Source: an optimization exercise on an open RTL-to-GDS flow (aim: small area, a short achievable clock period and few clock cycles per item). Production flows keep margins and buffers that such runs may drop.
Only simulation tests tie the RTL to the original design; equivalence was not proved.

## flow/design.v (module list and top-level ports; edited modules follow where they fit)
// module digital_resonator_bank: 5755 lines
module digital_resonator_bank #(
  parameter int unsigned DATA_W    = 16,
  parameter int unsigned COEF_W    = 18,
  parameter int unsigned COEF_FRAC = 16,
  parameter int unsigned NUM_CH    = 4,
  localparam int unsigned CH_W     = (NUM_CH > 1) ? $clog2(NUM_CH) : 1
) (
  input  logic                     clk,
  input  logic                     reset_n,
  input  logic                     enable,
  input  logic                     clr,
  input  logic [NUM_CH*DATA_W-1:0] d,
  input  logic                     coef_we,
  input  logic [CH_W-1:0]          coef_ch,
  input  logic [1:0]               coef_sel,
  input  logic [COEF_W-1:0]        coef_data,
  output logic [NUM_CH*DATA_W-1:0] q,
  output logic                     q_valid,
  output logic                     busy,
  output logic                     sat_flag,
  output logic                     overrun
);
  // ...
==> flow/run.sh <==
#!/bin/bash
# synth_recipe.tcl (not shown) runs the flow's synth.tcl, then flattens the netlist and writes it again
# the make line also repeats each setting of config.mk as NAME=value (left out here)
make -C /OpenROAD-flow-scripts/flow DESIGN_CONFIG=/design/flow/config.mk WORK_HOME=/design/flow/orfs CLKGATE_MAP_FILE= SYNTH_SCRIPT=/design/flow/synth_recipe.tcl finish
==> flow/config.mk <==
export PLATFORM = sky130hd
export DESIGN_NAME = digital_resonator_bank
export DESIGN_NICKNAME = digital_resonator_bank
export VERILOG_FILES = /design/flow/design.v
export SDC_FILE = /design/flow/constraint.sdc
export NUM_CORES = 4
export LEC_CHECK = 0
export ABC_AREA = 1
export CAP_MARGIN = 20
export CORE_MARGIN = 2
export CORE_UTILIZATION = 40
export SLEW_MARGIN = 20
==> flow/constraint.sdc <==
create_clock -name core_clock -period 11.5 [get_ports {clk}]
set_input_delay 2.3000 -clock core_clock [delete_from_list [all_inputs] [get_ports {clk}]]
set_output_delay 2.3000 -clock core_clock [all_outputs]
set_load 0.01 [all_outputs]
==> flow_summary.yaml, run 1 <==
critical_path:
  r2r_start: "y1_z"
  worstPathArrival_ns: 11.82
  cp.required_ns: 12.12
logic_synthesis:
  yosys.area.top_type_share_pct: 36.7
  postSynth.asyncResetShare_pct: 81.6
  synthMuxAreaShare_pct: 0
  synthesis.area_um2: 94500
  synth-simple-area-share_pct: 9.16
global_routing:
  gr-usage-met3_pct: 7.41
  grt_pass1_wl_um: 583000
final_layout:
  final_nets: 13600
  layout.cells.non_filler: 14900
  multi_input_comb_cells: 7889
  multi_input_area_um2: 73800
  layout_common_cells: "inv_1, xor2_1, fa_1"
  final_common_cell: "inv_1"
  antenna_cells: 9
  final_area_um2: 105000
status:
  run_status: "finished clean"
detailed_routing:
  wl_met3_um: 41100
  final_antenna_net_count: 0
flow_run:
  maxCapViolCount: 0
floorplanning:
  start_util_pct: 40.2
  die_area_um2: 240000
  taps: 3150
sta:
  final.setup_skew_ns: 0.0752
  max_freq_mhz: 89.3
clock_tree:
  clock-sinks: 348
  clock_latency_ns: 0.73
Testbench counts, summed over its fixed seeds: cycles 1,600, frames 1,600.
==> run 2, diff against run 1 <==
--- a/flow/config.mk
+++ b/flow/config.mk
@@ -8,5 +8,5 @@
 export ABC_AREA = 1
 export CAP_MARGIN = 20
 export CORE_MARGIN = 2
-export CORE_UTILIZATION = 40
+export CORE_UTILIZATION = 65
 export SLEW_MARGIN = 20
==> run 2 against run 1 <==
  * Critical path type unchanged
  * Non-clock buffer count is 103 lower
  * Final area fell by 2.4%
  * Worst setup slack worse by 0.0075 ns
  * Flip-flop and latch count stayed put
  * Routed wire length fell by 7.4%
==> flow_summary.yaml, run 2 <==
global_routing:
  grt-ovfl-total: 0
  grt_pass1_wl_um: 547000
  antenna_found_initial: 15
  grt_max_degree: 72
  grt_pass1_vias: 88400
  grt_usage_pct: 49.3
detailed_routing:
  final_antenna_net_count: 0
  drt_iter0_drc: 12300
  route.met2.wl_um: 153000
  drtPass1Iterations: 8
  viasPerCell: 6.49
  drt_wl_total_um: 364000
  wl_met3_um: 54800
  dr_total_vias: 87700
  top_layer: "met5"
  drc: 0
  wire_per_inst_um: 26.9
  wirelength_met1_um: 124000
logic_synthesis:
  ys_seq_area_share_pct: 9.56
  synth_cell_types: 49
  synth.area.top_cells: "fa_1, xor2_1, o22ai_1"
  syn_inst: 11400
  synth_most_common_cell: "inv_1"
  postSynth.asyncResetShare_pct: 81.6
  ys_ff_latch: 348
  yosysTopAreaCell: "fa_1"
  yosysWarnings: 7
  yosys.area.top_type_share_pct: 36.7
  synth_edf_count: 64
  synth_flop_cell: "dfrtp_1"
  synthesis.area_um2: 94500
  avgSynthCellArea_um2: 8.29
  yosys-top-cells-count: "inv_1, xor2_1, fa_1"
clock_tree:
  path_clk_slew_ns: 0.07
  cts_buffers: 47
  clk_root_buffer_cell: "clkbuf_16"
  clock-sinks: 348
  cts_tree: "yes"
  clockBufferDepth: 3
  cts-htree-levels: 2
  clock_latency_ns: 0.72
place:
  pre_cts_ws_ns: -0.765
  placed_area_um2: 100000
  portBuffers: 156
  gp_congestion: 1.05
  place_hpwl_um: 281000
sta:
  timing.final.ws_setup_ns: 0.293
  max-slew-margin-rel_pct: 19.0
  min_period_ns: 11.21
  setup_tns_ns: 0
  max_freq_mhz: 89.2
  timing.final.max_slew_violations: 0
  setup_viol_count_final: 0
  tightestPinTransition_ns: 1.21
  final.setup_skew_ns: 0.0537
  final_hold_viol_count: 0
  fin_crit_sh_pct: 97.4
status:
  run_status: "finished clean"
final_layout:
  layout_common_cells: "inv_1, xor2_1, fa_1"
  final_common_cell: "inv_1"
  fin_util_pct: 71.3
  drive_gt1_share_pct: 8.60
  final_nets: 13500
  largestRegisters: "a1_sh x72, a2_sh x72, g_sh x72"
  area_growth_pct: 8.60
  final_area_um2: 103000
floorplanning:
  die_w_um: 385
  fp-row-count: 139
  die_h_um: 385
  io_pins: 159
  start_util_pct: 65.7
  die_area_um2: 149000
  coreArea_um2: 144000
critical_path:
  crit_path_frequent_cell: "fa_1"
  rr_worst_depth: 41
  cp.required_ns: 12.07
  critPathMaxStageDelay_ns: 0.66
  cp_max_fo: 14
  crit_path_start_kind: "flip-flop"
  worstPathArrival_ns: 11.77
  end_kind: "flip-flop"
  critPathSlowestCell: "dfstp_4"
  critical_path_class: "reg2reg"
flow_run:
  maxCapViolCount: 0
worst_hold_path:
  hold_class: "reg2reg"
  hold_depth: 2
run 2: cell count changes in the layout (fill, tap and decap cells not counted), moves of 4 or more:
cell	change
buf_12	-4
buf_4	-102
clkinv_2	-7
clkbuf_16	-5
diode_2	+19
fa_1	+9
fa_2	-9
run 2: per-layer routing:
layer  up-vias  global-route usage, %
li1      36000                      -
met1     42300                   62.7
met2      7456                   70.9
met3      1886                   17.6
met4        16                   33.2
met5         -                      0
run 2: stage by stage:
step / cells / hold slack, ns
after floorplan: 11400 / 0.453
after global placement: 13400 / 0.467
after detailed placement: 13400 / 0.477
after CTS: 13500 / 0.494
after global routing: 13500 / 0.511
final: 13500 / 0.493
run 2: path summary, 6_finish.rpt:
| kind | end | from | slack (ns) |
|---|---|---|---|
| setup / recovery | sat_flag | y2_z | 0.29 |
| hold / removal | a2_sh[0][0] | a2_sh[0][0] | 0.49 |
| setup reg to reg | sat_flag | y2_z | 0.29 |
| hold reg to reg | a2_sh[0][0] | a2_sh[0][0] | 0.49 |
| max in group asynchronous | q[61] | reset_n | 7.70 |
| min in group asynchronous | g_sh[0][3] | reset_n | 1.61 |
run 2: kinds of logic (layout without fill, tap and decap cells):
| logic type | Yosys count | after routing | synth area share (%) |
|---|---|---|---|
| compound gates | 2243 | 2243 | 14.2 |
| xor+xnor | 1779 | 1779 | 16.5 |
| fa+ha+maj | 1808 | 1808 | 37.7 |
| buf+inv | 3173 | 3359 | 13.0 |
| flops | 348 | 348 | 9.56 |
| other cells | 1 | 30 | 0.00397 |
| simple gates | 2054 | 2057 | 9.16 |
run 2: final cells by class:
| class | instances | area (µm²) |
|---|---|---|
| antenna | 28 | 70.1 |
| clock buffer | 59 | 1310 |
| clock inverter | 29 | 364 |
| fill | 11400 | 41300 |
| inverter | 2510 | 9440 |
| multi-input combinational | 7889 | 73700 |
| sequential | 348 | 9040 |
| tap | 1903 | 2380 |
| timing repair buffer | 761 | 6370 |
run 2: what timing repair did:
item | in CTS | in global routing
pin swaps | 6 | 18
hold buffers | 0 | 0
buffers inserted | 1 | 4
gates resized for setup | 26 | 84
gates cloned | 4 | 1
endpoints found under the setup margin | 61 | 63
run 2: critical path: cells and delay by family, from the launching register on:
family | cells | cell delay [ns]
fa+ha+maj | 19 | 7.92
buf+inv | 8 | 1.04
flops | 1 | 0.66
simple gates | 14 | 1.42

==> what the ideal ports hide <==
No port has a modelled driver above. Below, the same layouts with a new extraction and two added sets of constraints. Step 1, drivers: a clkbuf_16 drives clk and a buf_2 each remaining input, both assumed. Step 2 adds t to the input delays and takes it off the output delays; t is the mean of the earliest and latest rising clock arrival at the registers after step 1. Input paths then give back, and output paths get back, about the clock's delay inside the block. Slacks: ideal / step 1 / step 2; pairs: ideal / step 1.
| run | t (ns) | setup slack, ns | worst slew at a driven data input, ns |
|---|---|---|---|
| run 1 | 0.784 | 0.301 / 0.301 / -0.293 | 0.17 |
| run 2 | 0.772 | 0.293 / 0.293 / -0.227 | 0.25 |
With both steps, setup timing fails in run 1 and run 2, where it was met with ideal ports. For run 1, which loses most, drivers alone change the setup slack by 0.000 ns; drivers and shift together by -0.594 ns.
